From an optimization exercise on the open Yosys and OpenROAD flow, aimed at small area; shortcuts taken in it are not production practice. In this exercise RTL edits were held to simulation tests only and were not proved equivalent to the original. Power is estimated from default activity; no workload was simulated.

==> flow/design.v <==
`timescale 1ns/10ps
module issue_stage
(
  input  logic        clk,
  input  logic        rst,              
  input  logic        stall_i,
  input  logic        decode_en_i,
  input  logic [1:0]  decode_fu_sel_i,
  input  logic [2:0]  decode_op_sel_i,
  input  logic [3:0]  decode_alu_op_i,
  input  logic [4:0]  decode_rd_i,
  input  logic [4:0]  decode_rs1_i,
  input  logic [4:0]  decode_rs2_i,
  input  logic [31:0] decode_imm_i,
  input  logic [31:0] decode_pc_i,
  input  logic [3:0]  rob_tag_i,
  input  logic        rob_rs1_valid_i,
  input  logic [31:0] rob_rs1_value_i,
  input  logic        rob_rs2_valid_i,
  input  logic [31:0] rob_rs2_value_i,
  input  logic        cdb_valid_i,
  input  logic [3:0]  cdb_tag_i,
  input  logic [31:0] cdb_value_i,
  input  logic        commit_en_i,
  input  logic [4:0]  commit_rd_i,
  input  logic [3:0]  commit_tag_i,
  input  logic [31:0] commit_value_i,
  output logic        disp_alu_en_o,
  output logic        disp_ldst_en_o,
  output logic        disp_br_en_o,
  output logic        disp_br_comp_o,
  output logic [3:0]  disp_alu_op_o,
  output logic [31:0] disp_op1_value_o,
  output logic        disp_op1_rdy_o,
  output logic [3:0]  disp_op1_q_o,
  output logic [31:0] disp_op2_value_o,
  output logic        disp_op2_rdy_o,
  output logic [3:0]  disp_op2_q_o,
  output logic [31:0] disp_offset_o,
  output logic [31:0] disp_pc_o,
  output logic [3:0]  disp_tag_o,
  output logic        alloc_en_o,
  output logic [4:0]  alloc_dest_o,
  output logic        alloc_valid_o,
  output logic [31:0] alloc_value_o,
  output logic [3:0]  alloc_tag_o,
  output logic [3:0]  rob_rs1_tag_o,
  output logic [3:0]  rob_rs2_tag_o
);
  logic [31:0] rf   [1:31];  
  logic [3:0]  tags [1:31];
  logic [31:1] busy;
  logic [31:1] dec1, dec2, decc, decr;
  always_comb
    for (int i = 1; i < 32; i++)
    begin
      dec1[i] = (decode_rs1_i == 5'(i));
      dec2[i] = (decode_rs2_i == 5'(i));
      decc[i] = (commit_rd_i  == 5'(i));
      decr[i] = (decode_rd_i  == 5'(i));
    end
  logic [31:0] rf1, rf2;
  logic [3:0]  tag1, tag2, tagc;
  logic        busy1, busy2;
  logic [30:0] busy_col;
  for (genvar i = 1; i < 32; i++)
    assign busy_col[i-1] = busy[i];
  onehot_rd u_busy1 (.s(dec1), .d(busy_col), .y(busy1));
  onehot_rd u_busy2 (.s(dec2), .d(busy_col), .y(busy2));
  for (genvar b = 0; b < 4; b++)
  begin : g_tag_rd
    logic [30:0] col;
    for (genvar i = 1; i < 32; i++)
      assign col[i-1] = tags[i][b];
    onehot_rd u_rd1 (.s(dec1), .d(col), .y(tag1[b]));
    onehot_rd u_rd2 (.s(dec2), .d(col), .y(tag2[b]));
    onehot_rd u_rdc (.s(decc), .d(col), .y(tagc[b]));
  end
  for (genvar b = 0; b < 32; b++)
  begin : g_rf_rd
    logic [30:0] col;
    for (genvar i = 1; i < 32; i++)
      assign col[i-1] = rf[i][b];
    onehot_rd u_rd1 (.s(dec1), .d(col), .y(rf1[b]));
    onehot_rd u_rd2 (.s(dec2), .d(col), .y(rf2[b]));
  end
  assign rob_rs1_tag_o = tag1;
  assign rob_rs2_tag_o = tag2;
  logic fire, is_alu, is_ldst, is_br, use_rs2, use_pc1, alloc, alloc_ok, off_en;
  logic [3:0] next_tag;
  assign fire     = decode_en_i && !stall_i;
  assign is_alu   = decode_fu_sel_i == 2'd1;
  assign is_ldst  = decode_fu_sel_i == 2'd2;
  assign is_br    = decode_fu_sel_i == 2'd3;
  assign use_rs2  = ((is_alu || is_ldst) && decode_op_sel_i[0]) || (is_br && decode_op_sel_i[1]);
  assign use_pc1  = is_br && !decode_op_sel_i[0] && !decode_op_sel_i[1];
  assign alloc    = !(is_ldst && decode_op_sel_i[0]) && !(is_br && decode_op_sel_i[1]);
  assign alloc_ok = fire && alloc && (decode_rd_i != 5'd0);
  assign off_en   = is_ldst || (is_br && decode_op_sel_i[1]);
  assign next_tag = rob_tag_i + {3'd0, alloc_en_o};
  logic        lui_r;
  logic [31:0] alloc_value;
  assign alloc_value   = ({32{!lui_r}} & disp_pc_o) + (disp_br_en_o ? 32'd4 : disp_op2_value_o);
  assign alloc_value_o = alloc_value;
  assign alloc_valid_o = !(disp_alu_en_o || disp_ldst_en_o);
  assign alloc_tag_o   = disp_tag_o;
  logic        byp1, byp2, cdb1, cdb2, rdy1, rdy2;
  logic [31:0] val1, val2;
  assign byp1 = alloc_en_o && (alloc_dest_o == decode_rs1_i);
  assign byp2 = alloc_en_o && (alloc_dest_o == decode_rs2_i);
  assign cdb1 = cdb_valid_i && (cdb_tag_i == tag1);
  assign cdb2 = cdb_valid_i && (cdb_tag_i == tag2);
  always_comb
  begin
    if (byp1)                 val1 = alloc_value;
    else if (!busy1)          val1 = rf1;
    else if (rob_rs1_valid_i) val1 = rob_rs1_value_i;
    else                      val1 = cdb_value_i;
    if (byp2)                 val2 = alloc_value;
    else if (!busy2)          val2 = rf2;
    else if (rob_rs2_valid_i) val2 = rob_rs2_value_i;
    else                      val2 = cdb_value_i;
  end
  assign rdy1 = byp1 ? alloc_valid_o : (!busy1 || rob_rs1_valid_i || cdb1);
  assign rdy2 = byp2 ? alloc_valid_o : (!busy2 || rob_rs2_valid_i || cdb2);
  always_ff @(posedge clk)
  begin
    if (!rst)
    begin
      disp_alu_en_o  <= 1'b0;
      disp_ldst_en_o <= 1'b0;
      disp_br_en_o   <= 1'b0;
      alloc_en_o     <= 1'b0;
    end
    else
    begin
      disp_alu_en_o  <= fire && is_alu;
      disp_ldst_en_o <= fire && is_ldst;
      disp_br_en_o   <= fire && is_br;
      alloc_en_o     <= alloc_ok;
    end
  end
  always_ff @(posedge clk)
  begin
    disp_br_comp_o   <= decode_op_sel_i[1];
    disp_alu_op_o    <= decode_alu_op_i;
    disp_op1_value_o <= use_pc1 ? decode_pc_i : val1;
    disp_op1_rdy_o   <= use_pc1 || rdy1;
    disp_op1_q_o     <= byp1 ? disp_tag_o : tag1;
    disp_op2_value_o <= use_rs2 ? val2 : decode_imm_i;
    disp_op2_rdy_o   <= !use_rs2 || rdy2;
    disp_op2_q_o     <= byp2 ? disp_tag_o : tag2;
    disp_offset_o    <= {32{off_en}} & decode_imm_i;
    disp_pc_o        <= decode_pc_i;
    disp_tag_o       <= next_tag;
    alloc_dest_o     <= decode_rd_i;
    lui_r            <= decode_fu_sel_i == 2'd0 && !decode_op_sel_i[0];
  end
  logic [31:0] rf_d;
  logic [3:0]  tag_d;
  assign rf_d  = {32{rst}} & commit_value_i;
  assign tag_d = {4{rst}}  & next_tag;
  for (genvar i = 1; i < 32; i++)
  begin : g_reg
    logic we, ren, clr;
    assign we  = commit_en_i && decc[i];
    assign ren = alloc_ok && decr[i];
    assign clr = we && (tagc == commit_tag_i);
    always_ff @(posedge clk)
      if (we || !rst)
        rf[i] <= rf_d;
    always_ff @(posedge clk)
      if (ren || !rst)
        tags[i] <= tag_d;
    always_ff @(posedge clk)
      if (!rst)
        busy[i] <= 1'b0;
      else if (ren || clr)
        busy[i] <= ren;
  end
endmodule
module onehot_rd
(
  input  logic [30:0] s,
  input  logic [30:0] d,
  output logic        y
);
  logic [10:0] t;
  logic [2:0]  u;
  for (genvar k = 0; k < 10; k++)
  begin : g_aoi
    aoi222 i_aoi (.a1(s[3*k]), .a2(d[3*k]), .b1(s[3*k+1]), .b2(d[3*k+1]),
                  .c1(s[3*k+2]), .c2(d[3*k+2]), .y(t[k]));
  end
  assign t[10] = ~(s[30] & d[30]);
  nand4x i_n0 (.a(t[0]), .b(t[1]), .c(t[2]),  .d(t[3]), .y(u[0]));
  nand4x i_n1 (.a(t[4]), .b(t[5]), .c(t[6]),  .d(t[7]), .y(u[1]));
  nand4x i_n2 (.a(t[8]), .b(t[9]), .c(t[10]), .d(1'b1), .y(u[2]));
  assign y = |u;
endmodule
module aoi222
(
  input  logic a1, a2, b1, b2, c1, c2,
  output logic y
);
  assign y = ~((a1 & a2) | (b1 & b2) | (c1 & c2));
endmodule
module nand4x
(
  input  logic a, b, c, d,
  output logic y
);
  assign y = ~(a & b & c & d);
endmodule
==> flow/run.sh <==
#!/bin/bash
# synth_recipe.tcl (not shown) runs the flow's synth.tcl, then flattens the netlist and writes it again
# the make line also repeats each setting of config.mk as NAME=value (left out here)
make -C /OpenROAD-flow-scripts/flow DESIGN_CONFIG=/design/flow/config.mk WORK_HOME=/design/flow/orfs CLKGATE_MAP_FILE= SYNTH_SCRIPT=/design/flow/synth_recipe.tcl finish
==> flow/config.mk <==
export PLATFORM = sky130hd
export DESIGN_NAME = issue_stage
export DESIGN_NICKNAME = issue_stage
export VERILOG_FILES = /design/flow/design.v
export SDC_FILE = /design/flow/constraint.sdc
export NUM_CORES = 4
export LEC_CHECK = 0
export CAP_MARGIN = 20
export CORE_MARGIN = 2
export CORE_UTILIZATION = 40
export SLEW_MARGIN = 20
export SYNTH_HIERARCHICAL = 1
==> flow/constraint.sdc <==
create_clock -name core_clock -period 5.0 [get_ports {clk}]
set_input_delay 1.0000 -clock core_clock [delete_from_list [all_inputs] [get_ports {clk}]]
set_output_delay 1.0000 -clock core_clock [all_outputs]
set_load 0.01 [all_outputs]
==> flow_summary.yaml, run 1 <==
worst_setup_path:
  crit_type: "flip-flop to primary output"
  worstRegToRegCells: 17
  crit_arrival_ps: 4000
  r2r_slack_ps: 1550
  reg2reg_to: "disp_op1_value_o[28]"
  cp.required_ps: 4000
  r2r-start: "disp_br_en_o"
  end_kind: "primary output"
  cp-startpoint: "disp_op2_value_o[0]"
  crit_end: "alloc_value_o[24]"
  start_kind: "flip-flop"
  path_max_fanout: 2
synth:
  ys_warn_count: 9
  synthFlopType: "edfxtp_1"
  synth_area_um2: 55050
  synth_seq_cells: 1304
  synth_edf_count: 1116
  synth_cell_types: 63
  async_flop_share_pct: 0
  synth_area_per_cell_um2: 14.44
  syn_inst: 3812
  seq_area_frac_synth_pct: 67.71
  synth_fp_nets: 4091
placed_design:
  pre_cts_ws_ps: 10.69
  gp_routability_congestion: 0.9835
  hpwl_mm: 154.1
  post-place-cells: 6233
  portBuffers: 440
layout:
  synthToLayoutAreaGrowth_pct: 26.75
  drive_gt1_share_pct: 15.24
  instances_no_fill: 6513
  final_nets: 4883
  fill_cells: 11650
  final_common_cell: "edfxtp_1"
  final_core_util_pct: 50.94
  layout_common_cells: "edfxtp_1 (1116), a222oi_1 (780), clkdlybuf4s50_1 (417)"
floorplan:
  io_pins: 442
  core-area_um2: 137000
  initial_utilization_pct: 40.19
  dieWidth_um: 375.0
  die_area_um2: 140600
  chipHeight_um: 375.0
  core.rowCount: 136
global_route:
  grt_max_degree: 59
  grt_pass1_wl_mm: 314.2
  first_global_vias: 42720
  antenna_found_initial: 20
  grt_use_total_pct: 31.20
  grt_overflow_total: 0
clock_tree:
  cts.sinks: 1304
  clockBufferDepth: 3
  holdBufCountCts: 0
  htreeDepth: 4
  cts_tree: "built"
  cts_buffers: 139
  clk_pin_slew_ps: 60
  cts_root_buf: "clkbuf_16"
  clock_latency_ps: 790
sta:
  whs_ps: 478.8
  finalCritPeriodShare_pct: 100.1
  fin_skew_ps: 48.05
  fin_ws_ps: -4.971
  setup_violations: 1
  fin_crit_ps: 5005
  rsz0062_at_grt: "true"
  tightest_slew_ps: 1159
  fmax_ghz: 0.1998
  slew_headroom_pct: 22.71
  slew_violations: 0
  finalHoldViolCount: 0
route:
  viasPerCell: 6.825
  drt-initial-drc-count: 9367
  post-route-drc-count: 0
  drtPass1Iterations: 13
  vias: 44450
  wl_per_cell_um: 34.96
  routed_wl_mm: 227.7
  drtAntennaViolNets: 0
power:
  switchingPower_w: 0.007125
  switching_share_pct: 26.28
  p_leak_nw: 23.74
  power.internal_w: 0.01998
  p_total_w: 0.02711
  p_comb_share_pct: 13.4
  pwr-share-seq_pct: 48.9
  p_clk_share_pct: 37.7
  power.density_nw_per_um2: 388.5
  ir_drop_mv: 0.3645
outcome:
  outcome: "finished with violations"
  so.violations: "setup timing"
min_path:
  hp-class: "flip-flop to flip-flop"
job:
  cap_violations: 0
==> worst min path at each step <==
| stage | from | endpoint | slack, ps | cells past startpoint |
|---|---|---|---|---|
| floorplan | busy[26] | busy[26] | 470 | 2 |
| global placement | disp_tag_o[2] | disp_op2_q_o[2] | 470 | 2 |
| detailed placement | disp_tag_o[2] | disp_op2_q_o[2] | 470 | 2 |
| CTS | disp_tag_o[2] | disp_op2_q_o[2] | 480 | 2 |
| global route | disp_tag_o[2] | disp_op2_q_o[2] | 510 | 2 |
| finish | disp_tag_o[2] | disp_op2_q_o[2] | 480 | 2 |
==> Yosys stat by module (local to each module, per instance) <==
module / cells inside / flops+latches / area, um^2
nand4x: 1 / 0 / 6.256
issue_stage: 2564 / 1304 / 44710
onehot_rd: 3 / 0 / 13.76
aoi222: 1 / 0 / 10.01
==> logic make-up (layout without fill, tap and decap cells) <==
logic type               after synthesis  count (layout)  share of synthesized area, %
AO/OA/AOI/OAI                       1164            1164                         18.55
XOR/XNOR                              51              51                        0.8114
adder cells (fa/ha/maj)               38              38                        0.8773
buffers and inverters                129            1028                        0.9068
flip-flops                          1304            1304                         67.71
multiplexers                          76              76                         1.395
other                                 78              86                        0.5318
AND/OR/NAND/NOR                      972             972                         9.216
==> worst max-delay path, stage by stage (launching register included) <==
cell	delay (ps)
dfxtp_1	330
nor2b_4	170
ha_4	180
inv_1	70
fa_2	390
nor2b_4	130
o21ai_2	70
nand2b_4	90
a31oi_4	100
o21ai_4	170
a31oi_4	130
o31ai_4	310
mux2_4	350
a2111oi_4	190
buf_4	190
inv_1	60
dlygate4sd2_1	280
==> cells in the mapped netlist, drive strengths merged, types with 5 or more instances <==
cell     instances  area, um^2
o21ai          159       803.3
or3             87       544.3
ha              37       462.9
nand3b           5       37.54
edfxtp        1116       33510
nand3           19       95.09
dfxtp          188        3764
xor2            30       262.8
clkbuf          97       364.1
inv             25       93.84
xnor2           21       183.9
nand2          231       867.1
nand4          238        1489
and3            13       81.33
buf              7       41.29
nor2           165       621.9
a2111oi         13       132.6
o211ai           5       37.54
a21boi          20       150.1
mux2i           70       700.7
nor4             6       37.54
a21o            24       180.2
o21bai           8       60.06
mux2             6       67.56
nor3            18       90.09
a211oi          44       335.3
nor2b          105       664.4
a21oi           81       405.4
conb            78       292.8
a222oi         780        7807
nand2b          20       127.6
and2            55       344.1
a31oi           12       105.1
==> layout make-up <==
type / count / area (um^2) / area share (%)
Antenna cell: 8 / 20.02 / 0.02869
Clock buffer: 191 / 3819 / 5.472
Clock inverter: 57 / 664.4 / 0.9521
Inverter: 25 / 93.84 / 0.1345
Multi-Input combinational cell: 2379 / 18460 / 26.46
Sequential cell: 1304 / 37280 / 53.43
Tap cell: 1794 / 2245 / 3.217
Timing Repair Buffer: 755 / 7197 / 10.31
==> repair_timing <==
action,4_1_cts,5_1_grt
pin swaps,16,23
endpoints found under the setup margin,22,19
setup buffers,16,9
resized for setup,67,44
==> metrics by stage <==
| step | instance area, um^2 | setup TNS [ps] |
|---|---|---|
| after CTS | 69500 | -82.42 |
| after detailed placement | 64720 | 0 |
| after global routing | 69770 | -291.4 |
| after global placement | 64700 | -2.789 |
| final | 69780 | -4.971 |
| after floorplan | 55090 | 0 |
==> routing by layer <==
layer / up-vias / share of wire, % / GRT usage [%]
li1: 18450 / - / -
met1: 22050 / 36 / 39.75
met2: 3446 / 45 / 48.89
met3: 494 / 14 / 10.36
met4: 4 / 4.3 / 12.73
met5: - / 0.011 / 0
==> sequential cells by signal, indices dropped and copies added, names as in the netlist, 4 cells and up <==
| signal | count |
|---|---|
| disp_op1_q_o | 4 |
| busy | 31 |
| disp_op2_q_o | 4 |
| disp_offset_o | 32 |
| disp_op1_value_o | 32 |
| disp_tag_o | 4 |
| alloc_dest_o | 5 |
| tags | 124 |
| disp_alu_op_o | 4 |
| disp_pc_o | 32 |
| disp_op2_value_o | 32 |
| rf | 992 |
==> power groups by stage <==
stage / Clock, W / Combinational [W] / Sequential, W
5_1_grt: 0.0107 / 0.00377 / 0.0133
3_5_place_dp: 0 / 0.00341 / 0.0135
2_1_floorplan: 0 / 0.00143 / 0.0134
3_3_place_gp: 0 / 0.00339 / 0.0134
6_report: 0.0102 / 0.00362 / 0.0133
4_1_cts: 0.0103 / 0.00347 / 0.0132
==> run 2, diff against run 1 <==
--- a/flow/design.v
+++ b/flow/design.v
@@ -97,9 +97,10 @@
   assign alloc    = !(is_ldst && decode_op_sel_i[0]) && !(is_br && decode_op_sel_i[1]);
   assign alloc_ok = fire && alloc && (decode_rd_i != 5'd0);
-  assign off_en   = is_ldst || (is_br && decode_op_sel_i[1]);
+  assign off_en   = !decode_fu_sel_i[0] || decode_op_sel_i[1];  
   assign next_tag = rob_tag_i + {3'd0, alloc_en_o};
   logic        lui_r;
   logic [31:0] alloc_value;
-  assign alloc_value   = ({32{!lui_r}} & disp_pc_o) + (disp_br_en_o ? 32'd4 : disp_op2_value_o);
+  assign alloc_value   = ({32{!lui_r}} & disp_pc_o)
+                       + (disp_offset_o | {29'd0, disp_br_en_o, 2'd0});
   assign alloc_value_o = alloc_value;
   assign alloc_valid_o = !(disp_alu_en_o || disp_ldst_en_o);
@@ -196,5 +197,5 @@
   nand4x i_n0 (.a(t[0]), .b(t[1]), .c(t[2]),  .d(t[3]), .y(u[0]));
   nand4x i_n1 (.a(t[4]), .b(t[5]), .c(t[6]),  .d(t[7]), .y(u[1]));
-  nand4x i_n2 (.a(t[8]), .b(t[9]), .c(t[10]), .d(1'b1), .y(u[2]));
+  nand3x i_n2 (.a(t[8]), .b(t[9]), .c(t[10]), .y(u[2]));
   assign y = |u;
 endmodule
@@ -213,2 +214,9 @@
   assign y = ~(a & b & c & d);
 endmodule
+module nand3x
+(
+  input  logic a, b, c,
+  output logic y
+);
+  assign y = ~(a & b & c);
+endmodule
--- a/flow/config.mk
+++ b/flow/config.mk
@@ -9,4 +9,5 @@
 export CORE_MARGIN = 2
 export CORE_UTILIZATION = 40
+export SETUP_SLACK_MARGIN = 0.15
 export SLEW_MARGIN = 20
 export SYNTH_HIERARCHICAL = 1
==> flow_summary.yaml, run 2 <==
outcome:
  outcome: "timing/DRC/antenna clean"
synth:
  seq_area_frac_synth_pct: 68.42
  synth_area_um2: 54480
  syn_inst: 3718
  ys_warn_count: 9
  synth_top_area_share_pct: 61.51
  yosys-top-cells-area: "edfxtp_1 (62%), a222oi_1 (14%), dfxtp_1 (6.9%), nand4_1 (1.9%), nand2_1 (1.7%)"
  async_flop_share_pct: 0
  yosysMostFrequentCell: "edfxtp_1"
  synthFlopType: "edfxtp_1"
  synth_seq_cells: 1304
  yosys.area.top_type: "edfxtp_1"
  synth_fp_nets: 3997
  synth_cell_types: 61
  synth_commonest_cells: "edfxtp_1 (1116), a222oi_1 (780), nand2_1 (248), dfxtp_1 (188)"
  synth_area_per_cell_um2: 14.65
  synth_edf_count: 1116
route:
  wl_per_cell_um: 35.85
  vias: 44500
  drt-initial-drc-count: 9274
  post-route-drc-count: 0
  routed_wl_mm: 229.5
  viasPerCell: 6.950
  drtAntennaViolNets: 0
  drtPass1Iterations: 12
worst_setup_path:
  r2r_slack_ps: 1650
  cp.required_ps: 4000
  start_kind: "flip-flop"
  worstRegToRegCells: 11
  cpPeakStageDelay_ps: 480
  critPathBufInv: 3
  crit_type: "flip-flop to primary output"
  crit_family: "compound AO/OA/AOI/OAI gates"
  r2r-start: "tags[1][3]"
  reg2reg_to: "busy[11]"
  critPathSlowestCell: "clkdlybuf4s50_1"
  path_max_fanout: 13
  crit_top_cell: "a21oi_1"
  end_kind: "primary output"
  crit_arrival_ps: 3890
  worstPathCellList: "buf_4 -> nor2b_1 -> ha_1 -> a21oi_1 -> o21bai_1 -> a21oi_1 -> inv_1 -> a31oi_2 -> o31ai_4 -> mux2i_1 -> or2_2 -> clkdlybuf4s50_1"
layout:
  largest_reg_flops: 992
  fin_area_um2: 69410
  drive_gt1_share_pct: 15.05
  synthToLayoutAreaGrowth_pct: 27.39
  final_nets: 4780
  final_common_cell: "edfxtp_1"
  regMostFlops: "rf"
  top_regs: "rf: 992 flops, tags: 124 flops"
  final_core_util_pct: 51.30
  layout_common_cells: "edfxtp_1 (1116), a222oi_1 (780), clkdlybuf4s50_1 (414)"
clock_tree:
  clockBufferDepth: 3
  cts_buffers: 141
  htreeDepth: 4
  cts.sinks: 1304
  cts_root_buf: "clkbuf_16"
  cts_tree: "built"
  clk_pin_slew_ps: 60
  holdBufCountCts: 0
  clock_latency_ps: 790
sta:
  slew_violations: 0
  fmax_ghz: 0.2044
  fin_ws_ps: 108.5
  finalHoldViolCount: 0
  whs_ps: 483.2
  fin_crit_ps: 4892
  final.setup.tns_ps: 0
  setup_violations: 0
  finalCritPeriodShare_pct: 97.83
  slew_headroom_pct: 19.67
  tightest_slew_ps: 1205
  rsz0062_at_grt: "true"
  fin_skew_ps: 28.86
power:
  power.density_nw_per_um2: 393.6
  ir_drop_mv: 0.3781
  p_leak_nw: 23.85
floorplan:
  core.rowCount: 135
  die_area_um2: 139200
  io_pins: 442
  initial_utilization_pct: 40.27
  dieWidth_um: 373.1
  chipHeight_um: 373.1
  core-area_um2: 135300
global_route:
  grt_overflow_total: 0
  grt_max_degree: 69
  first_global_vias: 42720
  antenna_found_initial: 20
  grt_use_total_pct: 31.79
  grt_pass1_wl_mm: 316.6
min_path:
  hp-start: "disp_tag_o[2]"
  hold_depth: 2
  hold_path_end: "disp_op2_q_o[2]"
  hp-class: "flip-flop to flip-flop"
placed_design:
  pre_cts_ws_ps: 52.91
  place_area_um2: 64170
  hpwl_mm: 153.3
  gp_routability_congestion: 0.9843
  portBuffers: 440
job:
  cap_violations: 0
## run 2: kinds of logic (layout without fill, tap and decap cells)
group / Yosys count / count (layout) / share of synthesized area (%)
AO/OA/AOI/OAI: 1165 / 1165 / 18.63
XOR/XNOR: 49 / 49 / 0.7877
adder cells (fa/ha/maj): 38 / 38 / 0.8864
buffers and inverters: 118 / 1010 / 0.8497
flip-flops: 1304 / 1304 / 68.42
multiplexers: 76 / 76 / 1.415
other: 0 / 12 / 0
AND/OR/NAND/NOR: 968 / 968 / 9.013
## run 2: metrics by stage
step	total power, W	instances
2_1_floorplan	0.01476	3718
3_3_place_gp	0.01669	6108
3_5_place_dp	0.01677	6109
4_1_cts	0.02726	6373
5_1_grt	0.02800	6397
6_report	0.02732	6403
## run 2: routing by layer
metal | routed length (um) | track usage [%] | vias to the layer above
met2 | 105300 | 50.60 | 3523
met3 | 29090 | 7.760 | 619
met4 | 12500 | 16.57 | 10
met1 | 82590 | 40.22 | 22070
met5 | 67 | 0 | -
li1 | - | - | 18280
## run 2: tightest hold or removal path, stage by stage (launching register included)
cell and delay [ps]:
dfxtp_1 340, nand2_1 60, nand2_1 40
## run 2: worst max path at each step
| stage | from | end | slack [ps] | cells past startpoint |
|---|---|---|---|---|
| after global routing | disp_offset_o[2] | alloc_value_o[29] | 20 | 12 |
| final | lui_r | alloc_value_o[29] | 110 | 12 |
| after floorplan | decode_rs1_i[4] | rob_rs1_tag_o[1] | 280 | 6 |
| after CTS | lui_r | alloc_value_o[25] | 60 | 13 |
| after detailed placement | decode_rs1_i[2] | disp_op1_value_o[10] | 50 | 14 |
| after global placement | decode_rs2_i[1] | disp_op2_value_o[10] | 80 | 13 |
## run 2: per-module statistics from Yosys (local to each module, per instance)
module	flip-flops and latches	cell area, um^2	copies in the design
aoi222	0	10.01	780
issue_stage	1304	44530	1
nand3x	0	5.005	78
nand4x	0	6.256	156
onehot_rd	0	10.01	78
## run 2: power breakdown
part           internal [W]  switching [W]
clock network       0.00614        0.00444
registers            0.0128       0.000473
logic               0.00132        0.00211
## run 2: final cells by class
class	count	area (um^2)
Fill cell	11430	65890
Sequential cell	1304	37280
Multi-Input combinational cell	2296	17950
Timing Repair Buffer	745	7214
Clock buffer	172	3781
Tap cell	1781	2228
Clock inverter	80	875.8
Inverter	13	48.80
Antenna cell	12	30.03
## run 2: what timing repair did
| item | 4_1_cts | 5_1_grt |
|---|---|---|
| setup buffers | 12 | 15 |
| pin swaps | 14 | 25 |
| endpoints found under the hold margin | 0 | 0 |
| gates resized for setup | 50 | 30 |
| endpoints found under the setup margin | 26 | 21 |
==> run 3, diff against run 2 <==
==> flow/flow/run.sh (new file) <==
#!/bin/bash
# The standard layout, with two changes:
# - the port buffers are buf_1 cells instead of the buffer_ports default
# - clock tree synthesis adds no dummy loads and builds from clkbuf_4/clkbuf_8
set -euo pipefail
cd "$(dirname "${BASH_SOURCE[0]}")/.."
bash standard.sh \
  BUFFER_PORTS_ARGS="-buffer_cell sky130_fd_sc_hd__buf_1" \
  CTS_ARGS="-sink_clustering_enable -repair_clock_nets -dont_use_dummy_load -buf_list {sky130_fd_sc_hd__clkbuf_4 sky130_fd_sc_hd__clkbuf_8}" \
  finish > flow_make.log 2>&1
==> flow/standard.sh (new file) <==
#!/bin/bash
# synth_recipe.tcl (not shown) runs the flow's synth.tcl, then flattens the netlist and writes it again
# the make line also repeats each setting of config.mk as NAME=value (left out here)
make -C /OpenROAD-flow-scripts/flow DESIGN_CONFIG=/design/flow/config.mk WORK_HOME=/design/flow/orfs CLKGATE_MAP_FILE= SYNTH_SCRIPT=/design/flow/synth_recipe.tcl "${@:-finish}"
--- a/flow/config.mk
+++ b/flow/config.mk
@@ -8,5 +8,5 @@
 export CAP_MARGIN = 20
 export CORE_MARGIN = 2
-export CORE_UTILIZATION = 40
+export CORE_UTILIZATION = 50
 export SETUP_SLACK_MARGIN = 0.15
 export SLEW_MARGIN = 20
removed: flow/run.sh
==> flow_summary.yaml, run 3 <==
worst_setup_path:
  critPathBufInv: 3
  worstRegToRegCells: 14
  reg2reg_to: "disp_op1_value_o[28]"
  crit_family: "simple AND/OR/NAND/NOR gates"
  cp-startpoint: "decode_rs2_i[1]"
  end_kind: "primary output"
  r2r-start: "lui_r"
  crit_cells: 8
  critPathSlowestCell: "buf_1"
  r2r_slack_ps: 1360
  path_max_fanout: 10
  crit_arrival_ps: 3750
  start_kind: "primary input"
  crit_top_cell: "buf_1"
  worstPathCellList: "buf_1 -> nand2b_1 -> buf_4 -> nor3_4 -> a222oi_1 -> nand4_1 -> or3_1 -> buf_1"
  cp.required_ps: 4000
  cpPeakStageDelay_ps: 610
  crit_type: "primary input to primary output"
sta:
  rsz0062_at_grt: "true"
  tightest_slew_ps: 981.5
  slew_violations: 0
  slew_headroom_pct: 34.57
  fmax_ghz: 0.2107
  setup_violations: 0
  fin_crit_ps: 4746
  fin_skew_ps: 72.45
  final.setup.tns_ps: 0
  finalHoldViolCount: 0
  finalCritPeriodShare_pct: 94.91
layout:
  fin_area_um2: 63620
  layout_common_cells: "edfxtp_1 (1116), a222oi_1 (780), buf_1 (432)"
  final_nets: 4778
  drive_gt1_share_pct: 14.14
  top_regs: "rf: 992 flops, tags: 124 flops"
  largest_reg_flops: 992
  regMostFlops: "rf"
  synthToLayoutAreaGrowth_pct: 16.77
  final_common_cell: "edfxtp_1"
placed_design:
  hpwl_mm: 148.5
  portBuffers: 440
  gp_routability_congestion: 1.013
  place_area_um2: 60290
floorplan:
  chipHeight_um: 334.1
  initial_utilization_pct: 50.26
  io_pins: 442
  core-area_um2: 108400
  dieWidth_um: 334.1
  core.rowCount: 121
  die_area_um2: 111600
synth:
  yosysMostFrequentCell: "edfxtp_1"
  ys_warn_count: 9
  synth_commonest_cells: "edfxtp_1 (1116), a222oi_1 (780), nand2_1 (248), dfxtp_1 (188)"
  synth_fp_nets: 3997
  synth_area_per_cell_um2: 14.65
  synth_area_um2: 54480
  synth_cell_types: 61
  synth_top_area_share_pct: 61.51
  yosys.area.top_type: "edfxtp_1"
  yosys-top-cells-area: "edfxtp_1 (62%), a222oi_1 (14%), dfxtp_1 (6.9%), nand4_1 (1.9%), nand2_1 (1.7%)"
  synthFlopType: "edfxtp_1"
  async_flop_share_pct: 0
  synth_edf_count: 1116
  synth_seq_cells: 1304
  seq_area_frac_synth_pct: 68.42
  syn_inst: 3718
min_path:
  hp-start: "decode_alu_op_i[3]"
  hold_path_end: "disp_alu_op_o[3]"
  hold_depth: 1
  hp-class: "primary input to flip-flop"
power:
  power.density_nw_per_um2: 373.5
  p_clk_share_pct: 31.5
  p_comb_share_pct: 12.5
  power.internal_w: 0.01739
  p_leak_nw: 21.40
  ir_drop_mv: 0.2411
  switching_share_pct: 26.80
  pwr-share-seq_pct: 56.0
  switchingPower_w: 0.006368
global_route:
  grt_max_degree: 66
  first_global_vias: 41620
  grt_use_total_pct: 39.27
  grt_pass1_wl_mm: 308.1
  antenna_found_initial: 29
  grt_overflow_total: 0
clock_tree:
  cts_root_buf: "clkbuf_8"
  clockBufferDepth: 3
  clk_pin_slew_ps: 50
  cts_buffers: 211
  cts.sinks: 1304
  cts_tree: "built"
  htreeDepth: 4
  holdBufCountCts: 0
  clock_latency_ps: 900
route:
  vias: 44370
  drt-initial-drc-count: 9886
  drtPass1Iterations: 15
  post-route-drc-count: 0
  wl_per_cell_um: 38.24
  drtAntennaViolNets: 0
  routed_wl_mm: 226.4
  viasPerCell: 7.494
outcome:
  outcome: "timing/DRC/antenna clean"
job:
  cap_violations: 0
==> run 3: cell counts after synthesis <==
No cell type changed its count.
==> run 3: worst max path at each step <==
stage / endpoint / slack, ps
global placement: disp_op1_value_o[28] / -50
floorplan: rob_rs1_tag_o[1] / 280
global route: alloc_value_o[25] / 140
finish: rob_rs2_tag_o[2] / 250
CTS: alloc_value_o[30] / 160
detailed placement: disp_op1_value_o[28] / -20
==> run 3: layout make-up <==
type / instances / area [um^2]
Antenna cell: 10 / 25.02
Tap cell: 1414 / 1769
Timing Repair Buffer: 673 / 3637
Clock buffer: 211 / 2904
Sequential cell: 1304 / 37280
Inverter: 13 / 48.80
Multi-Input combinational cell: 2296 / 17960
Fill cell: 8678 / 44780
==> run 3: worst register-to-register path, cell delays in order (launching register included) <==
cell and delay, ps:
dfxtp_4 390, buf_4 160, buf_12 160, nor2b_1 70, ha_1 340, a21oi_1 150
nor2b_1 70, nor4_1 330, o2111ai_1 340, nand3_2 220, nand4_1 100, nand4bb_1 260
a21oi_1 110, o21ai_0 690, buf_4 220
==> run 3: per-module statistics from Yosys (local to each module, per instance) <==
module,times used,cell area (um^2),flip-flops and latches,cells
nand3x,78,5.005,0,1
onehot_rd,78,10.01,0,2
aoi222,780,10.01,0,1
issue_stage,1,44530,1304,2548
nand4x,156,6.256,0,1
==> run 3: kinds of logic (layout without fill, tap and decap cells) <==
kind of cell / after synthesis / count (layout) / synth area share (%)
AO/OA/AOI/OAI: 1165 / 1165 / 18.63
multiplexers: 76 / 76 / 1.415
AND/OR/NAND/NOR: 968 / 968 / 9.013
adder cells (fa/ha/maj): 38 / 38 / 0.8864
buffers and inverters: 118 / 897 / 0.8497
XOR/XNOR: 49 / 49 / 0.7877
flip-flops: 1304 / 1304 / 68.42
other: 0 / 10 / 0
==> run 3: through the flow <==
step	instances	setup slack (ps)	hold slack, ps	utilization, %	power [W]
CTS	5901	158.3	161.9	58.48	0.02366
floorplan	3718	281.3	469.1	-	0.01476
detailed placement	5686	-15.58	486.8	55.62	0.01628
global route	5915	144.7	198.8	58.68	0.02444
global placement	5685	-52.80	483.0	55.59	0.01622
finish	5921	254.5	214.3	58.69	0.02376
==> run 3: repair_timing <==
action / CTS / global route
resized for setup: 29 / 27
setup buffers: 4 / 10
setup endpoints to repair: 19 / 8
pin swaps: 7 / 10
==> run 3: power by group through the flow <==
stage | registers [W] | clock network, W | logic, W
finish | 0.0133 | 0.00748 | 0.00297
global route | 0.0134 | 0.00798 | 0.00307
CTS | 0.0133 | 0.00754 | 0.00282
detailed placement | 0.0135 | 0 | 0.00278
global placement | 0.0135 | 0 | 0.00276
floorplan | 0.0135 | 0 | 0.00129
==> run 3: layer usage <==
layer	global-route usage, %	part of all wire (%)
met4	18.89	5.1
met5	0	0.025
met3	15.17	16
met1	51.65	36
met2	57.17	43
==> run 4, diff against run 3 <==
--- a/flow/design.v
+++ b/flow/design.v
@@ -52,12 +52,9 @@
   logic [31:1] busy;
   logic [31:1] dec1, dec2, decc, decr;
-  always_comb
-    for (int i = 1; i < 32; i++)
-    begin
-      dec1[i] = (decode_rs1_i == 5'(i));
-      dec2[i] = (decode_rs2_i == 5'(i));
-      decc[i] = (commit_rd_i  == 5'(i));
-      decr[i] = (decode_rd_i  == 5'(i));
-    end
+  logic        alloc_ok;
+  dec5   u_dec1 (.a(decode_rs1_i), .y(dec1));
+  dec5   u_dec2 (.a(decode_rs2_i), .y(dec2));
+  dec5en u_decc (.en(commit_en_i), .a(commit_rd_i), .y(decc));
+  dec5en u_decr (.en(alloc_ok),    .a(decode_rd_i), .y(decr));
   logic [31:0] rf1, rf2;
   logic [3:0]  tag1, tag2, tagc;
@@ -87,5 +84,5 @@
   assign rob_rs1_tag_o = tag1;
   assign rob_rs2_tag_o = tag2;
-  logic fire, is_alu, is_ldst, is_br, use_rs2, use_pc1, alloc, alloc_ok, off_en;
+  logic fire, is_alu, is_ldst, is_br, use_rs2, use_pc1, alloc, off_en;
   logic [3:0] next_tag;
   assign fire     = decode_en_i && !stall_i;
@@ -112,14 +109,19 @@
   assign cdb1 = cdb_valid_i && (cdb_tag_i == tag1);
   assign cdb2 = cdb_valid_i && (cdb_tag_i == tag2);
-  always_comb
-  begin
-    if (byp1)                 val1 = alloc_value;
-    else if (!busy1)          val1 = rf1;
-    else if (rob_rs1_valid_i) val1 = rob_rs1_value_i;
-    else                      val1 = cdb_value_i;
-    if (byp2)                 val2 = alloc_value;
-    else if (!busy2)          val2 = rf2;
-    else if (rob_rs2_valid_i) val2 = rob_rs2_value_i;
-    else                      val2 = cdb_value_i;
+  logic [4:0] s1, s2;
+  assign s1[0] = use_pc1;
+  assign s1[1] = !use_pc1 && byp1;
+  assign s1[2] = !use_pc1 && !byp1 && !busy1;
+  assign s1[3] = !use_pc1 && !byp1 && busy1 && rob_rs1_valid_i;
+  assign s1[4] = !use_pc1 && !byp1 && busy1 && !rob_rs1_valid_i;
+  assign s2[0] = !use_rs2;
+  assign s2[1] = use_rs2 && byp2;
+  assign s2[2] = use_rs2 && !byp2 && !busy2;
+  assign s2[3] = use_rs2 && !byp2 && busy2 && rob_rs2_valid_i;
+  assign s2[4] = use_rs2 && !byp2 && busy2 && !rob_rs2_valid_i;
+  for (genvar b = 0; b < 32; b++)
+  begin : g_opsel
+    opsel u_op1 (.s(s1), .d({cdb_value_i[b], rob_rs1_value_i[b], rf1[b], alloc_value[b], decode_pc_i[b]}),  .y(val1[b]));
+    opsel u_op2 (.s(s2), .d({cdb_value_i[b], rob_rs2_value_i[b], rf2[b], alloc_value[b], decode_imm_i[b]}), .y(val2[b]));
   end
   assign rdy1 = byp1 ? alloc_valid_o : (!busy1 || rob_rs1_valid_i || cdb1);
@@ -146,8 +148,8 @@
     disp_br_comp_o   <= decode_op_sel_i[1];
     disp_alu_op_o    <= decode_alu_op_i;
-    disp_op1_value_o <= use_pc1 ? decode_pc_i : val1;
+    disp_op1_value_o <= val1;
     disp_op1_rdy_o   <= use_pc1 || rdy1;
     disp_op1_q_o     <= byp1 ? disp_tag_o : tag1;
-    disp_op2_value_o <= use_rs2 ? val2 : decode_imm_i;
+    disp_op2_value_o <= val2;
     disp_op2_rdy_o   <= !use_rs2 || rdy2;
     disp_op2_q_o     <= byp2 ? disp_tag_o : tag2;
@@ -165,6 +167,6 @@
   begin : g_reg
     logic we, ren, clr;
-    assign we  = commit_en_i && decc[i];
-    assign ren = alloc_ok && decr[i];
+    assign we  = decc[i];
+    assign ren = decr[i];
     assign clr = we && (tagc == commit_tag_i);
     always_ff @(posedge clk)
@@ -221,2 +223,27 @@
   assign y = ~(a & b & c);
 endmodule
+module dec5
+(
+  input  logic [4:0]  a,
+  output logic [31:1] y
+);
+  for (genvar i = 1; i < 32; i++)
+    assign y[i] = (a == 5'(i));
+endmodule
+module dec5en
+(
+  input  logic        en,
+  input  logic [4:0]  a,
+  output logic [31:1] y
+);
+  for (genvar i = 1; i < 32; i++)
+    assign y[i] = en && (a == 5'(i));
+endmodule
+module opsel
+(
+  input  logic [4:0] s,
+  input  logic [4:0] d,
+  output logic       y
+);
+  assign y = |(s & d);
+endmodule
==> flow_summary.yaml, run 4 <==
worst_setup_path:
  worstRegToRegCells: 16
  r2r-start: "lui_r"
  start_kind: "primary input"
  end_kind: "primary output"
  crit_end: "rob_rs1_tag_o[2]"
  crit_arrival_ps: 3940
  r2r_slack_ps: 1480
  reg2reg_to: "disp_op1_value_o[10]"
  cp-startpoint: "decode_rs1_i[1]"
  path_max_fanout: 20
  cp.required_ps: 4000
  crit_type: "primary input to primary output"
floorplan:
  core.rowCount: 120
  die_area_um2: 109900
  io_pins: 442
  core-area_um2: 106800
  dieWidth_um: 331.5
  chipHeight_um: 331.5
  initial_utilization_pct: 50.25
global_route:
  grt_use_total_pct: 42.59
  first_global_vias: 43750
  grt_max_degree: 57
  grt_overflow_total: 0
  antenna_found_initial: 24
  grt_pass1_wl_mm: 327.2
clock_tree:
  clk_pin_slew_ps: 50
  clock_latency_ps: 920
  cts_buffers: 206
  htreeDepth: 4
  cts.sinks: 1304
  cts_root_buf: "clkbuf_8"
  cts_tree: "built"
  clockBufferDepth: 3
  holdBufCountCts: 0
power:
  power.density_nw_per_um2: 376.5
  ir_drop_mv: 0.2226
  p_total_w: 0.02369
  p_leak_nw: 20.88
job:
  cap_violations: 0
synth:
  synthFlopType: "edfxtp_1"
  ys_warn_count: 9
  synth_area_per_cell_um2: 15.36
  yosysMostFrequentCell: "edfxtp_1"
  synth_fp_nets: 3772
  synth_commonest_cells: "edfxtp_1 (1116), a222oi_1 (844), nand2_1 (209), dfxtp_1 (188), nand4_1 (167)"
  yosys-top-cells-area: "edfxtp_1 (62%), a222oi_1 (16%), dfxtp_1 (7.0%), nand4_1 (1.9%), nand2_1 (1.5%)"
  synth_edf_count: 1116
  yosys.area.top_type: "edfxtp_1"
  synth_seq_cells: 1304
  async_flop_share_pct: 0
  synth_top_area_share_pct: 62.47
  synth_area_um2: 53640
  seq_area_frac_synth_pct: 69.49
  syn_inst: 3493
  synth_cell_types: 67
layout:
  regMostFlops: "rf"
  final_common_cell: "edfxtp_1"
  top_regs: "rf: 992 flops, tags: 124 flops"
  instances_no_fill: 5725
  fill_cells: 8534
  final_nets: 4589
  synthToLayoutAreaGrowth_pct: 17.30
  drive_gt1_share_pct: 15.67
  layout_common_cells: "edfxtp_1 (1116), a222oi_1 (844), buf_1 (428)"
  largest_reg_flops: 992
sta:
  fin_ws_ps: 64.32
  slew_headroom_pct: 21.30
  fmax_ghz: 0.2026
  finalCritPeriodShare_pct: 98.71
  finalHoldViolCount: 0
  tightest_slew_ps: 1180
  final.setup.tns_ps: 0
  rsz0062_at_grt: "true"
  fin_crit_ps: 4936
  setup_violations: 0
  slew_violations: 0
  fin_skew_ps: 100.8
  whs_ps: 207.6
placed_design:
  hpwl_mm: 156.4
  post-place-cells: 5462
  gp_routability_congestion: 0.9882
  portBuffers: 440
  pre_cts_ws_ps: 259.6
route:
  post-route-drc-count: 0
  drtAntennaViolNets: 0
  wl_per_cell_um: 42.58
  vias: 45250
  viasPerCell: 7.903
  drtPass1Iterations: 14
  routed_wl_mm: 243.8
  drt-initial-drc-count: 11160
min_path:
  hold_depth: 1
  hp-class: "primary input to flip-flop"
outcome:
  outcome: "timing/DRC/antenna clean"
## run 4: Yosys stat by module, one instance, submodules excluded, a selection
module,flops+latches,copies in the design
issue_stage,1304,1
nand4x,0,156
nand3x,0,78
dec5en,0,2
opsel,0,64
aoi222,0,780
## run 4: worst max-delay path, stage by stage
cell and delay (ps):
buf_1 510, or3b_4 540, nor2_4 800, a222oi_1 250, nand4_1 240, or3_1 370
buf_1 200
## run 4: where the power goes
part	total, W	switching (W)	internal, W
registers	0.0133	0.000499	0.0128
clock network	0.00740	0.00380	0.00360
logic	0.00295	0.00207	0.000882
## run 4: logic make-up (layout without fill, tap and decap cells)
group	count (synthesis)	count (layout)	synth area share [%]
AOI/OAI and AO/OA	1049	1049	18.32
xor gates and xnor gates	50	50	0.8164
adders and majority gates	38	38	0.9003
buffers and inverters	65	876	0.5341
DFF	1304	1304	69.49
muxes	8	8	0.1679
other	0	14	0
and+or+nand+nor	979	983	9.771
## run 4: layer usage
metal  vias up  GRT usage [%]  wire [um]
li1      17620              -          -
met1     22140          52.19      80620
met2      4589          62.99     104600
met3       891          16.20      40040
met4        12          28.16      18500
met5         -              0         63
## run 4: worst min path at each step
stage,slack [ps],start,to
finish,210,decode_alu_op_i[0],disp_alu_op_o[0]
global route,190,decode_alu_op_i[3],disp_alu_op_o[3]
CTS,140,decode_alu_op_i[0],disp_alu_op_o[0]
detailed placement,520,busy[17],busy[17]
global placement,520,busy[17],busy[17]
floorplan,500,busy[1],busy[1]
## run 4: timing repair
| action | in CTS | in global routing |
|---|---|---|
| pin swaps | 14 | 25 |
| setup buffers | 16 | 17 |
| cloned | 2 | 4 |
| setup endpoints to repair | 23 | 24 |
| resized for setup | 87 | 49 |
## run 4: area by class of cell
cell class	instances	area, um^2	area share, %
antenna	14	35.03	0.05568
clock buffer	206	2835	4.506
inverter	7	26.28	0.04176
multi-input combinational	2128	17300	27.49
sequential	1304	37290	59.26
tap	1403	1755	2.790
timing repair buffer	663	3687	5.860
## run 4: stage by stage
step                util, %  cell area [um^2]
floorplan                 -             53640
finish                58.94             62920
global route          58.93             62910
global placement      55.32             59050
detailed placement    55.32             59050
CTS                   58.51             62470
==> run 5, diff against run 4 <==
--- a/flow/design.v
+++ b/flow/design.v
@@ -96,7 +96,6 @@
   assign off_en   = !decode_fu_sel_i[0] || decode_op_sel_i[1];  
   assign next_tag = rob_tag_i + {3'd0, alloc_en_o};
-  logic        lui_r;
   logic [31:0] alloc_value;
-  assign alloc_value   = ({32{!lui_r}} & disp_pc_o)
+  assign alloc_value   = ({32{!disp_br_comp_o}} & disp_pc_o)
                        + (disp_offset_o | {29'd0, disp_br_en_o, 2'd0});
   assign alloc_value_o = alloc_value;
@@ -146,5 +145,5 @@
   always_ff @(posedge clk)
   begin
-    disp_br_comp_o   <= decode_op_sel_i[1];
+    disp_br_comp_o   <= decode_op_sel_i[1] || (decode_fu_sel_i == 2'd0 && !decode_op_sel_i[0]);
     disp_alu_op_o    <= decode_alu_op_i;
     disp_op1_value_o <= val1;
@@ -158,5 +157,4 @@
     disp_tag_o       <= next_tag;
     alloc_dest_o     <= decode_rd_i;
-    lui_r            <= decode_fu_sel_i == 2'd0 && !decode_op_sel_i[0];
   end
   logic [31:0] rf_d;
==> flow/flow/run.sh (replaced) <==
#!/bin/bash
# The standard layout, with two changes:
# - the port buffers are buf_1 cells instead of the buffer_ports default
# - clock tree synthesis adds no dummy loads and clusters up to 25 sinks within 70 um and builds from clkbuf_16
set -euo pipefail
cd "$(dirname "${BASH_SOURCE[0]}")/.."
bash standard.sh \
  BUFFER_PORTS_ARGS="-buffer_cell sky130_fd_sc_hd__buf_1" \
  CTS_ARGS="-sink_clustering_enable -repair_clock_nets -dont_use_dummy_load -sink_clustering_size 25 -sink_clustering_max_diameter 70 -buf_list {sky130_fd_sc_hd__clkbuf_16}" \
  finish > flow_make.log 2>&1
==> flow_summary.yaml, run 5 <==
synth:
  synth_commonest_cells: "edfxtp_1 (1116), a222oi_1 (844), nand2_1 (209), dfxtp_1 (187), nand4_1 (167)"
  synth_area_per_cell_um2: 15.35
  seq_area_frac_synth_pct: 69.47
  yosysMostFrequentCell: "edfxtp_1"
  synthFlopType: "edfxtp_1"
  synth_cell_types: 67
  synth_fp_nets: 3772
  yosys-top-cells-area: "edfxtp_1 (62%), a222oi_1 (16%), dfxtp_1 (7.0%), nand4_1 (1.9%), nand2_1 (1.5%)"
  syn_inst: 3493
  yosys.area.top_type: "edfxtp_1"
  synth_edf_count: 1116
  synth_area_um2: 53630
  synth_seq_cells: 1303
  async_flop_share_pct: 0
  synth_top_area_share_pct: 62.49
  ys_warn_count: 9
clock_tree:
  cts_buffers: 80
  cts_root_buf: "clkbuf_16"
  clk_pin_slew_ps: 80
  cts_tree: "built"
  htreeDepth: 3
  clockBufferDepth: 3
  clock_latency_ps: 710
  holdBufCountCts: 0
  cts.sinks: 1303
floorplan:
  io_pins: 442
  chipHeight_um: 331.5
  die_area_um2: 109900
  core.rowCount: 120
  dieWidth_um: 331.5
  initial_utilization_pct: 50.24
  core-area_um2: 106800
route:
  drt-initial-drc-count: 10880
  wl_per_cell_um: 42.89
  viasPerCell: 7.909
  post-route-drc-count: 0
  drtPass1Iterations: 14
  vias: 44450
  drtAntennaViolNets: 0
  routed_wl_mm: 241.0
sta:
  slew_violations: 0
  fin_crit_ps: 4925
  tightest_slew_ps: 1184
  rsz0062_at_grt: "true"
  slew_headroom_pct: 20.89
  finalCritPeriodShare_pct: 98.51
  finalHoldViolCount: 0
  fin_skew_ps: 76.00
  whs_ps: 415.6
  setup_violations: 0
  fmax_ghz: 0.2030
  final.setup.tns_ps: 0
worst_setup_path:
  r2r_slack_ps: 1350
  cp-startpoint: "decode_rs2_i[1]"
  cp.required_ps: 4000
  crit_end: "rob_rs2_tag_o[0]"
  crit_arrival_ps: 3930
  crit_type: "primary input to primary output"
  worstRegToRegCells: 14
  r2r-start: "disp_br_comp_o"
  path_max_fanout: 21
  start_kind: "primary input"
  end_kind: "primary output"
  reg2reg_to: "disp_op1_value_o[8]"
min_path:
  hp-class: "primary input to flip-flop"
global_route:
  grt_pass1_wl_mm: 322.4
  grt_overflow_total: 0
  grt_use_total_pct: 42.09
  first_global_vias: 42070
  antenna_found_initial: 16
  grt_max_degree: 61
layout:
  final_nets: 4474
  layout_common_cells: "edfxtp_1 (1116), a222oi_1 (844), buf_1 (429)"
  largest_reg_flops: 992
  regArea_um2: 37260
  multi_input_area_um2: 17070
  top_regs: "rf: 992 flops, tags: 124 flops"
  fill_cells: 8582
  drive_gt1_share_pct: 12.43
  instances_no_fill: 5620
  synthToLayoutAreaGrowth_pct: 15.63
  final_common_cell: "edfxtp_1"
  regMostFlops: "rf"
power:
  ir_drop_mv: 0.2477
  power.density_nw_per_um2: 360.8
  p_total_w: 0.02237
  p_leak_nw: 20.43
placed_design:
  gp_routability_congestion: 1.032
  portBuffers: 440
  hpwl_mm: 154.9
  post-place-cells: 5490
job:
  cap_violations: 0
outcome:
  outcome: "timing/DRC/antenna clean"
[run 5: cell count changes after synthesis]
| cell | before | now |
|---|---|---|
| inv_1 | 7 | 8 |
| dfxtp_1 | 188 | 187 |
| nor2b_1 | 67 | 66 |
| a21o_1 | 12 | 13 |
[run 5: cell families (layout without fill, tap and decap cells)]
group / count (synthesis) / count (layout) / synth area share, %
other: 0 / 24 / 0
AND/OR/NAND/NOR: 978 / 981 / 9.762
flip-flops: 1303 / 1303 / 69.47
AO/OA/AOI/OAI: 1050 / 1050 / 18.34
multiplexers: 8 / 8 / 0.1680
XOR/XNOR: 50 / 50 / 0.8166
adder cells (fa/ha/maj): 38 / 38 / 0.9006
buffers and inverters: 66 / 763 / 0.5413
[run 5: stage by stage]
stage | util, % | instance area (um^2) | worst slack [ps]
after global routing | 58.04 | 61960 | 106.8
final | 58.09 | 62010 | 74.74
after floorplan | - | 53630 | 291.0
after CTS | 57.73 | 61630 | 144.2
after detailed placement | 55.57 | 59320 | 311.4
after global placement | 55.57 | 59320 | 343.7
[run 5: worst min path at each step]
| stage | from | to | slack [ps] | cells after the start |
|---|---|---|---|---|
| 2_1_floorplan | busy[1] | busy[1] | 500 | 2 |
| 3_3_place_gp | busy[4] | busy[4] | 520 | 2 |
| 3_5_place_dp | busy[4] | busy[4] | 520 | 2 |
| 4_1_cts | decode_alu_op_i[0] | disp_alu_op_o[0] | 380 | 1 |
| 5_1_grt | decode_alu_op_i[0] | disp_alu_op_o[0] | 390 | 1 |
| 6_report | decode_alu_op_i[0] | disp_alu_op_o[0] | 420 | 1 |
[run 5: Yosys stat by module, one instance, submodules excluded, a selection]
module     copies in the design  cell area [um^2]
aoi222                      780             10.01
dec5                          2             217.7
nand4x                      156             6.256
opsel                        64             21.27
onehot_rd                    78             10.01
dec5en                        2             230.2
nand3x                       78             5.005
[run 5: cell type report]
cell class | count | share of cell area, %
Sequential cell | 1303 | 60.09
Antenna cell | 24 | 0.09685
Timing Repair Buffer | 675 | 6.176
Inverter | 8 | 0.04843
Multi-Input combinational cell | 2127 | 27.53
Tap cell | 1403 | 2.831
Clock buffer | 80 | 3.228
[run 5: routing by layer]
layer  global-route usage (%)  routed length, um  up-vias
met3                    18.11              42210      809
li1                         -                  -    17430
met2                    60.27             100600     4346
met5                        0                 58        -
met4                    26.11              17730       10
met1                    52.63              80460    21860
[run 5: worst max-delay path, stage by stage]
cell	delay, ps
buf_1	360
or3b_4	510
nor2_4	920
a222oi_1	220
nand4_1	420
or3_1	300
buf_1	180
[run 5: power by group]
part | switching, W | leakage (nW) | internal, W
Combinational | 0.00192 | 7.01 | 0.000830
Clock | 0.00348 | 0.986 | 0.00284
Sequential | 0.000496 | 12.4 | 0.0128
[run 5: what timing repair did]
item                                    CTS  global route
setup buffers                             8            12
resized for setup                        48            38
gates cloned                              2             3
pin swaps                                 6            16
endpoints found under the setup margin   19            22
==> run 6, diff against run 5 <==
--- a/flow/design.v
+++ b/flow/design.v
@@ -55,4 +55,7 @@
   dec5   u_dec1 (.a(decode_rs1_i), .y(dec1));
   dec5   u_dec2 (.a(decode_rs2_i), .y(dec2));
+  logic [31:1] dec1t, dec2t;
+  dec5   u_dec1t (.a(decode_rs1_i), .y(dec1t));
+  dec5   u_dec2t (.a(decode_rs2_i), .y(dec2t));
   dec5en u_decc (.en(commit_en_i), .a(commit_rd_i), .y(decc));
   dec5en u_decr (.en(alloc_ok),    .a(decode_rd_i), .y(decr));
@@ -63,6 +66,6 @@
   for (genvar i = 1; i < 32; i++)
     assign busy_col[i-1] = busy[i];
-  onehot_rd u_busy1 (.s(dec1), .d(busy_col), .y(busy1));
-  onehot_rd u_busy2 (.s(dec2), .d(busy_col), .y(busy2));
+  onehot_rd u_busy1 (.s(dec1t), .d(busy_col), .y(busy1));
+  onehot_rd u_busy2 (.s(dec2t), .d(busy_col), .y(busy2));
   for (genvar b = 0; b < 4; b++)
   begin : g_tag_rd
@@ -70,6 +73,6 @@
     for (genvar i = 1; i < 32; i++)
       assign col[i-1] = tags[i][b];
-    onehot_rd u_rd1 (.s(dec1), .d(col), .y(tag1[b]));
-    onehot_rd u_rd2 (.s(dec2), .d(col), .y(tag2[b]));
+    onehot_rd u_rd1 (.s(dec1t), .d(col), .y(tag1[b]));
+    onehot_rd u_rd2 (.s(dec2t), .d(col), .y(tag2[b]));
     onehot_rd u_rdc (.s(decc), .d(col), .y(tagc[b]));
   end
==> flow_summary.yaml, run 6 <==
outcome:
  outcome: "timing/DRC/antenna clean"
synth:
  async_flop_share_pct: 0
  synth_commonest_cells: "edfxtp_1 (1116), a222oi_1 (844), nand2_1 (211), nor2_1 (207), dfxtp_1 (187)"
  synth_area_per_cell_um2: 15.08
  yosysMostFrequentCell: "edfxtp_1"
  synth_area_um2: 54060
  seq_area_frac_synth_pct: 68.91
  synth_seq_cells: 1303
  ys_warn_count: 9
  synth_edf_count: 1116
  yosys.area.top_type: "edfxtp_1"
  synth_top_area_share_pct: 61.99
  syn_inst: 3585
  yosys-top-cells-area: "edfxtp_1 (62%), a222oi_1 (16%), dfxtp_1 (6.9%), nand4_1 (1.9%), nand2_1 (1.5%)"
  synth_cell_types: 67
  synth_fp_nets: 3864
  synthFlopType: "edfxtp_1"
clock_tree:
  cts.sinks: 1303
  cts_buffers: 78
  holdBufCountCts: 0
  cts_root_buf: "clkbuf_16"
  clockBufferDepth: 3
  cts_tree: "built"
  clk_pin_slew_ps: 100
  clock_latency_ps: 700
  htreeDepth: 3
global_route:
  grt_pass1_wl_mm: 314.8
  grt_overflow_total: 0
  antenna_found_initial: 10
  grt_use_total_pct: 40.31
  first_global_vias: 42360
  grt_max_degree: 43
placed_design:
  portBuffers: 440
  hpwl_mm: 156.3
  gp_routability_congestion: 0.9624
  pre_cts_ws_ps: 441.4
sta:
  fin_ws_ps: 197.9
  setup_violations: 0
  finalHoldViolCount: 0
  whs_ps: 402.2
  final.setup.tns_ps: 0
  rsz0062_at_grt: "false"
  finalCritPeriodShare_pct: 96.04
  slew_headroom_pct: 19.01
  tightest_slew_ps: 1212
  fin_skew_ps: 78.89
  fmax_ghz: 0.2082
  slew_violations: 0
  fin_crit_ps: 4802
power:
  ir_drop_mv: 0.3333
  p_leak_nw: 20.57
  power.density_nw_per_um2: 355.6
  p_total_w: 0.02215
layout:
  synthToLayoutAreaGrowth_pct: 15.23
  drive_gt1_share_pct: 12.07
  final_common_cell: "edfxtp_1"
  top_regs: "rf: 992 flops, tags: 124 flops"
  regMostFlops: "rf"
  layout_common_cells: "edfxtp_1 (1116), a222oi_1 (844), buf_1 (436)"
  largest_reg_flops: 992
  final_nets: 4566
worst_setup_path:
  start_kind: "flip-flop"
  crit_arrival_ps: 3800
  r2r-start: "disp_br_comp_o"
  path_max_fanout: 22
  cp-startpoint: "disp_br_comp_o"
  crit_type: "flip-flop to primary output"
  cp.required_ps: 4000
  end_kind: "primary output"
route:
  viasPerCell: 7.859
  drtPass1Iterations: 14
  post-route-drc-count: 0
  routed_wl_mm: 231.1
  drt-initial-drc-count: 11790
  wl_per_cell_um: 40.57
  drtAntennaViolNets: 0
  vias: 44780
floorplan:
  dieWidth_um: 332.8
  core.rowCount: 120
  die_area_um2: 110800
  core-area_um2: 107200
  io_pins: 442
  chipHeight_um: 332.8
  initial_utilization_pct: 50.43
job:
  cap_violations: 0
min_path:
  hp-start: "decode_alu_op_i[3]"
  hp-class: "primary input to flip-flop"
==> run 6: modules after synthesis, one instance, submodules excluded <==
module       times used  cell area, um^2  cells inside
aoi222              780            10.01             1
dec5                  4            217.7            46
dec5en                2            230.2            46
issue_stage           1            41420          1947
nand3x               78            5.005             1
nand4x              156            6.256             1
onehot_rd            78            10.01             2
opsel                64            21.27             3
==> run 6: worst paths after layout <==
kind                                              to  slack [ps]  cells after the start
worst max-delay path               alloc_value_o[27]         200                     10
worst min register to register              busy[29]         530                      2
worst min-delay path                disp_alu_op_o[3]         400                      1
worst max register to register  disp_op2_value_o[10]        1570                     14
==> run 6: area by class of cell <==
class,count,area [um^2]
fillers,8479,44900
flip-flops and latches,1303,37260
multi-input cells,2210,17310
repair buffers,686,3960
clock buffers,78,1952
well taps,1403,1755
inverters,8,30.03
diodes,10,25.02
==> run 6: logic make-up (layout without fill, tap and decap cells) <==
group	count (synthesis)	count (layout)	synth area share, %
AOI/OAI and AO/OA	1050	1050	18.19
xor gates and xnor gates	50	50	0.8100
adders and majority gates	38	38	0.8933
buffers and inverters	72	772	0.5786
DFF	1303	1303	68.91
muxes	8	8	0.1666
other	0	10	0
and+or+nand+nor	1064	1064	10.45
==> run 6: metal layers <==
layer,GRT usage [%],part of all wire [%],up-vias
met4,21.57,6.4,6
met1,52.61,34,21930
met3,12.75,16,810
li1,-,-,17690
met5,0,0.11,-
met2,60.27,43,4355
==> run 6: through the flow <==
step           instances  util (%)  cell area (um^2)
2_1_floorplan       3585         -             54060
3_3_place_gp        5597     55.86             59890
3_5_place_dp        5599     55.92             59940
4_1_cts             5681     57.89             62060
5_1_grt             5692     58.10             62280
6_report            5698     58.11             62300
==> run 6: timing repair <==
| item | 4_1_cts | 5_1_grt |
|---|---|---|
| buffers inserted | 4 | 1 |
| endpoints found under the setup margin | 16 | 17 |
| pin swaps | 2 | 1 |
| gates resized for setup | 30 | 18 |
==> run 6: critical path, cell delays in order (launching register included) <==
cell	delay (ps)
dfxtp_4	400
buf_12	190
nor2b_1	90
ha_2	450
and4_4	310
nand3_4	80
a211o_1	270
o211a_2	320
o21ba_2	240
xnor2_1	460
buf_1	220
==> run 6: report_power, final <==
group | leakage (nW) | internal (W) | switching, W
Sequential | 12.4 | 0.0128 | 0.000500
Clock | 0.961 | 0.00277 | 0.00343
Combinational | 7.18 | 0.000782 | 0.00186

## afterwards: timing with drivers on the ports
The results above use ideal ports. As a check the final layouts listed here were re-extracted and re-timed, cells and wires unchanged.
Step 1: set_driving_cell puts a clkbuf_16 on clk and a buf_2 on each other input, an assumption about the parent block.
Step 2 adds t to the input delays and takes it off the output delays; t is the mean of the earliest and latest rising clock arrival at the registers after step 1. Input paths then give back, and output paths get back, about the clock's delay inside the block.
a / b / c = no drivers / after step 1 / after step 2; a / b = the first two.
| run | shift t [ns] | setup slack, ns | worst setup path after step 2 |
|---|---|---|---|
| run 1 | 0.845 | -0.005 / -0.081 / -0.109 | input to register |
| run 2 | 0.858 | 0.108 / 0.025 / -0.160 | input to register |
| run 3 | 0.933 | 0.254 / 0.192 / -0.249 | input to register |
| run 4 | 0.952 | 0.064 / 0.027 / 0.027 | input to output |
| run 5 | 0.748 | 0.075 / 0.003 / 0.003 | input to output |
| run 6 | 0.736 | 0.198 / 0.124 / 0.250 | input to register |
With both steps, setup timing fails in run 2 and run 3, where it was met with ideal ports. The setup slack of run 3, which loses most, moves by -0.062 ns with the drivers and by -0.503 ns with both steps.
